This is an optimization exercise on Yosys and OpenROAD, whose aim is small area, a short achievable clock period and few clock cycles per item, not a production implementation. The RTL was checked by simulation tests, not by an equivalence proof against the original design. Power figures rest on the tool's default switching activity, not on a simulated workload.

== run M ==
Design bit_chunk_lane_splitter_unit, start of the top module:
module bit_chunk_lane_splitter_unit
(
   input  logic                  clock,
   input  logic                  reset,
   input  logic                  req_valid,
   output logic                  req_ready,
   input  logic                  req_action,
   input  logic [7:0]            req_data_byte,
   output logic                  rsp_valid,
   input  logic                  rsp_ready,
   output logic [3:0]            rsp_lane,
   output logic [7:0]            rsp_out_byte,
   output logic                  rsp_last,
   input  logic                  csr_we,
   input  logic [CSR_IDX_W-1:0]  csr_index,
   input  logic [CSR_DATA_W-1:0] csr_data
);
   logic [5:0]  cw_q;                  
   logic [4:0]  lc_q;                  
   logic [15:0] en_q;
   logic [BUF_W-1:0] buf_q;
   logic [5:0]       pl_q;
   logic [3:0]       idx_q;
   logic [5:0]       sk_q;              
   logic             fol_q;             
   logic             fsh_q;             
   logic [15:0][7:0] pm_q;
   logic [31:0] e_data_q;
   logic [2:0]  e_n_q;                 
   logic [3:0]  e_lane_q;
   logic        e_last_q;              
   logic        e_pend_q;              
   logic [15:0] nz, idx_oh, fcand;
   logic [3:0]  fnext;
   logic [2:0]  rd_pc;
   logic [6:0]  rd_pd;
   logic [7:0]  rd_m;
   for (genvar i = 0; i < 16; i++) begin : g_nz
      assign nz[i] = pm_q[i][7:1] != 7'd0;
   end
   always_comb begin
      for (int i = 0; i < 16; i++) idx_oh[i] = idx_q == 4'(i);
      fcand = fsh_q ? (nz & ~idx_oh) : (nz & en_q);
      fnext = '0;
      for (int i = 15; i >= 0; i--) if (fcand[i]) fnext = 4'(i);
   end
   assign rd_m = pm_q[idx_q];
   always_comb begin
      rd_pc = '0;
      for (int k = 1; k < 8; k++) if (rd_m[k]) rd_pc = 3'(k);
      for (int k = 0; k < 7; k++) rd_pd[k] = rd_m[k] && ((rd_m >> (k + 1)) != 8'd0);
   end
   logic             idx_lt_l, idx_end, few;
   logic [7:0]       in_byte;
   logic [BUF_W-1:0] full;
   logic [31:0]      chunk;
   logic [ACC_W-1:0] acc;
   logic [5:0]       tgt;
   logic [2:0]       nres;
   logic [6:0]       leftover;
   logic             lane_on, yields;
   logic [3:0]       rem_sh;
   logic [7:0]       rem;
   logic [5:0]       remn;
   assign idx_lt_l = {1'b0, idx_q} < lc_q;
   assign idx_end  = ({1'b0, idx_q} + 5'd1) >= lc_q;
   assign few    = fol_q && (pl_q <= 6'd8);
  ...
export LEC_CHECK = 0
export CAP_MARGIN = 20
export CORE_MARGIN = 2
export CORE_UTILIZATION = 40
export SETUP_SLACK_MARGIN = 1.5
export SLEW_MARGIN = 20
create_clock -name core_clock -period 6.5 [get_ports {clock}]
run.sh (not shown) runs the stock make flow with config.mk's settings and CLKGATE_MAP_FILE= SYNTH_SCRIPT=/design/flow/synth_recipe.tcl, a recipe that flattens the netlist after the stock synthesis.
Testbench counts of run M, summed over its fixed seeds: cycles 5,731, items 4,211.
Edits applied to the flow inputs when going from run M to run R:
- SETUP_SLACK_MARGIN no longer set, was 1.5
Notes after the runs:
- Delta (run R minus run M): share of the core filled with cells in the final layout lost 7.8 points, overall routed net length dropped 8700 um, clock power share shows an increase of 2.1 points.
- Going from run M to run R, count of buffers added by post-CTS timing repair for setup fell 49, multi-input combinational cell area fell about 15%.
- Run R ended up with sky130_fd_sc_hd__clkdlybuf4s50_1 as its critical path's slowest cell; run M ended up with sky130_fd_sc_hd__mux4_2.
- For run M, the capture point of the critical path was rsp_last, unlike run R, where it was req_ready.

---

bit_chunk_lane_splitter_unit, a different RTL version from the one above (not shown whole).
Size: about 2000 cells after synthesis, about 270 flip-flops, about 47 I/O pins.
export LEC_CHECK = 0
export CAP_MARGIN = 20
export CORE_MARGIN = 2
export CORE_UTILIZATION = 40
export SETUP_SLACK_MARGIN = 2.4
export SLEW_MARGIN = 20
export TNS_END_PERCENT = 0
create_clock -name core_clock -period 6.5 [get_ports {clock}]
The first run ran to the end with no violations.
Testbench counts at the start, summed over its fixed seeds: cycles 5,766, items 4,211.
Edit:
- ABC_AREA: unset -> 1
- TNS_END_PERCENT: 0 -> unset
After rerunning: Register-to-register slack is worse by 0.04 ns. Wire length shrinks by 7.9%. Worst hold slack is worse by 0.011 ns. Critical path depth grows by 19. Clock skew shrinks by 0.010 ns. Non-clock buffer count shrinks by 10. First-iteration DRC count shrinks by 9.5%. Synthesized area shrinks by 2.1%. Clock-buffer cell count grows by 5.
Edit:
- ABC_AREA: 1 -> unset
What happened: Hold slack is better by 0.0057 ns; register-to-register slack is better by 0.24 ns; global-route usage grows by 1.5 points; power shrinks by a quarter to a third; area after synthesis grows by a few percent; routed wire length grows by a little under a tenth; worst setup slack is worse by 0.048 ns; count of clock-buffer cells in the layout shrinks by 8; non-clock buffer count grows by 32.
Edit:
- SETUP_SLACK_MARGIN: 2.4 -> 1.8
The new run passed the timing, design-rule and antenna checks.
Total power is higher by 2.3%.
Critical path depth is lower by 2.
Design area is lower by about 1.8%.
Setup slack is worse by 0.040 ns.
Clock-buffer cell count is higher by 7.
Wire length is lower by 0.63%.

---

bit_chunk_lane_splitter_unit, a different RTL version from the one above (not shown whole).
Size: roughly 2600 cells after synthesis, roughly 47 I/O pins, roughly 0.019 mm² of cells after synthesis.
==> flow/config.mk <==
export PLATFORM = sky130hd
export DESIGN_NAME = bit_chunk_lane_splitter_unit
export DESIGN_NICKNAME = bit_chunk_lane_splitter_unit
export VERILOG_FILES = /design/flow/design.v
export SDC_FILE = /design/flow/constraint.sdc
export NUM_CORES = 4
export LEC_CHECK = 0
export ABC_AREA = 1
export CAP_MARGIN = 20
export CORE_MARGIN = 2
export CORE_UTILIZATION = 40
export CTS_BUF_LIST = sky130_fd_sc_hd__clkbuf_4 sky130_fd_sc_hd__clkbuf_8
export SETUP_SLACK_MARGIN = 2.4
export SLEW_MARGIN = 20
==> flow/constraint.sdc <==
create_clock -name core_clock -period 6.5 [get_ports {clock}]
set_input_delay 1.3000 -clock core_clock [delete_from_list [all_inputs] [get_ports {clock}]]
set_output_delay 1.3000 -clock core_clock [all_outputs]
set_load 0.01 [all_outputs]
The baseline produced a clean layout.
Testbench counts at the start, summed over its fixed seeds: cycles 5,766, items 4,211.
==> next run, changes <==
- CTS_BUF_LIST: sky130_fd_sc_hd__clkbuf_4 sky130_fd_sc_hd__clkbuf_8 -> default
- CTS_CLUSTER_DIAMETER: default -> 150
- CTS_CLUSTER_SIZE: default -> 23
- SETUP_SLACK_MARGIN: 2.4 -> 3.0
- TNS_END_PERCENT: default -> 0
Effect: Cell count goes down by 0.49%; setup slack is better by 0.29 ns; core utilization grows by 0.26 points; combinational power grows by 5.1%; power falls by 5.0%; sequential share of layout area fell by 0.11 points; non-clock buffer count rises by 52; cell area came out higher by 0.56%.
==> next run, changes <==
- TNS_END_PERCENT: 0 -> default
After rerunning: Worst setup slack gets worse by 0.015 ns. First-iteration DRC count is higher by about 2%. Clock skew rises by 0.0070 ns. Cell area is higher by 0.91%. Power is higher by 1.5%. Worst hold slack barely changes. Global-route usage rose by 0.34 points. Synthesized cell count stays the same. Clock power is about the same. Routed wire length grows by about 1.2%. Core utilization climbs by 0.42 points.
==> next run, changes <==
- CORE_UTILIZATION: 40 -> 55
- CTS_CLUSTER_SIZE: 23 -> 22
Core utilization rose by 18 points.
Critical path depth came out lower by 5.
Register-to-register slack is worse by 0.11 ns.

static timing again, ports no longer ideal:
In the flow no input, the clock included, has a driving cell. The finished layouts below were timed again as built, in two steps. Step 1 assumes that a clkbuf_16 drives the clock port and a buf_2 every other input. Step 2 adds t to the input delays and takes it off the output delays; t is the mean of the earliest and latest rising clock arrival at the registers after step 1. Input paths then give back, and output paths get back, about the clock's delay inside the block. a / b / c = ideal / step 1 / step 2; a / b = the first two.
| run | shift t [ns] | slack for setup (ns) | worst setup path after step 2 | worst slew at a driven data input, ns | pins driven straight from the clock port |
|---|---|---|---|---|---|
| run M | 0.635 | 0.639 / 0.588 / 0.691 | input to register | 0.05 | 1 |
| run R | 0.628 | 0.246 / 0.193 / 0.605 | register to register | 0.04 | 1 |
| the first run of note 2 | 0.655 | 1.937 / 1.883 / 1.931 | input to register | 0.05 | 1 |
| the second run of note 2 | 0.662 | 1.951 / 1.951 / 1.818 | input to register | 0.04 | 1 |
| the third run of note 2 | 0.667 | 1.903 / 1.842 / 1.948 | input to output | 0.05 | 1 |
| the fourth run of note 2 | 0.623 | 1.863 / 1.838 / 1.848 | input to register | 0.05 | 1 |
| the first run of note 3 | 0.697 | 2.484 / 2.453 / 1.989 | input to register | 0.04 | 1 |
| the second run of note 3 | 0.583 | 2.772 / 2.715 / 2.276 | input to register | 0.04 | 1 |
| the third run of note 3 | 0.596 | 2.757 / 2.701 / 2.386 | input to register | 0.04 | 1 |
| the fourth run of note 3 | 0.583 | 2.711 / 2.690 / 2.303 | input to register | 0.03 | 1 |
After both steps every run listed still meets setup and hold. For the second run of note 3, which loses most, drivers alone change the setup slack by -0.057 ns; drivers and shift together by -0.496 ns.
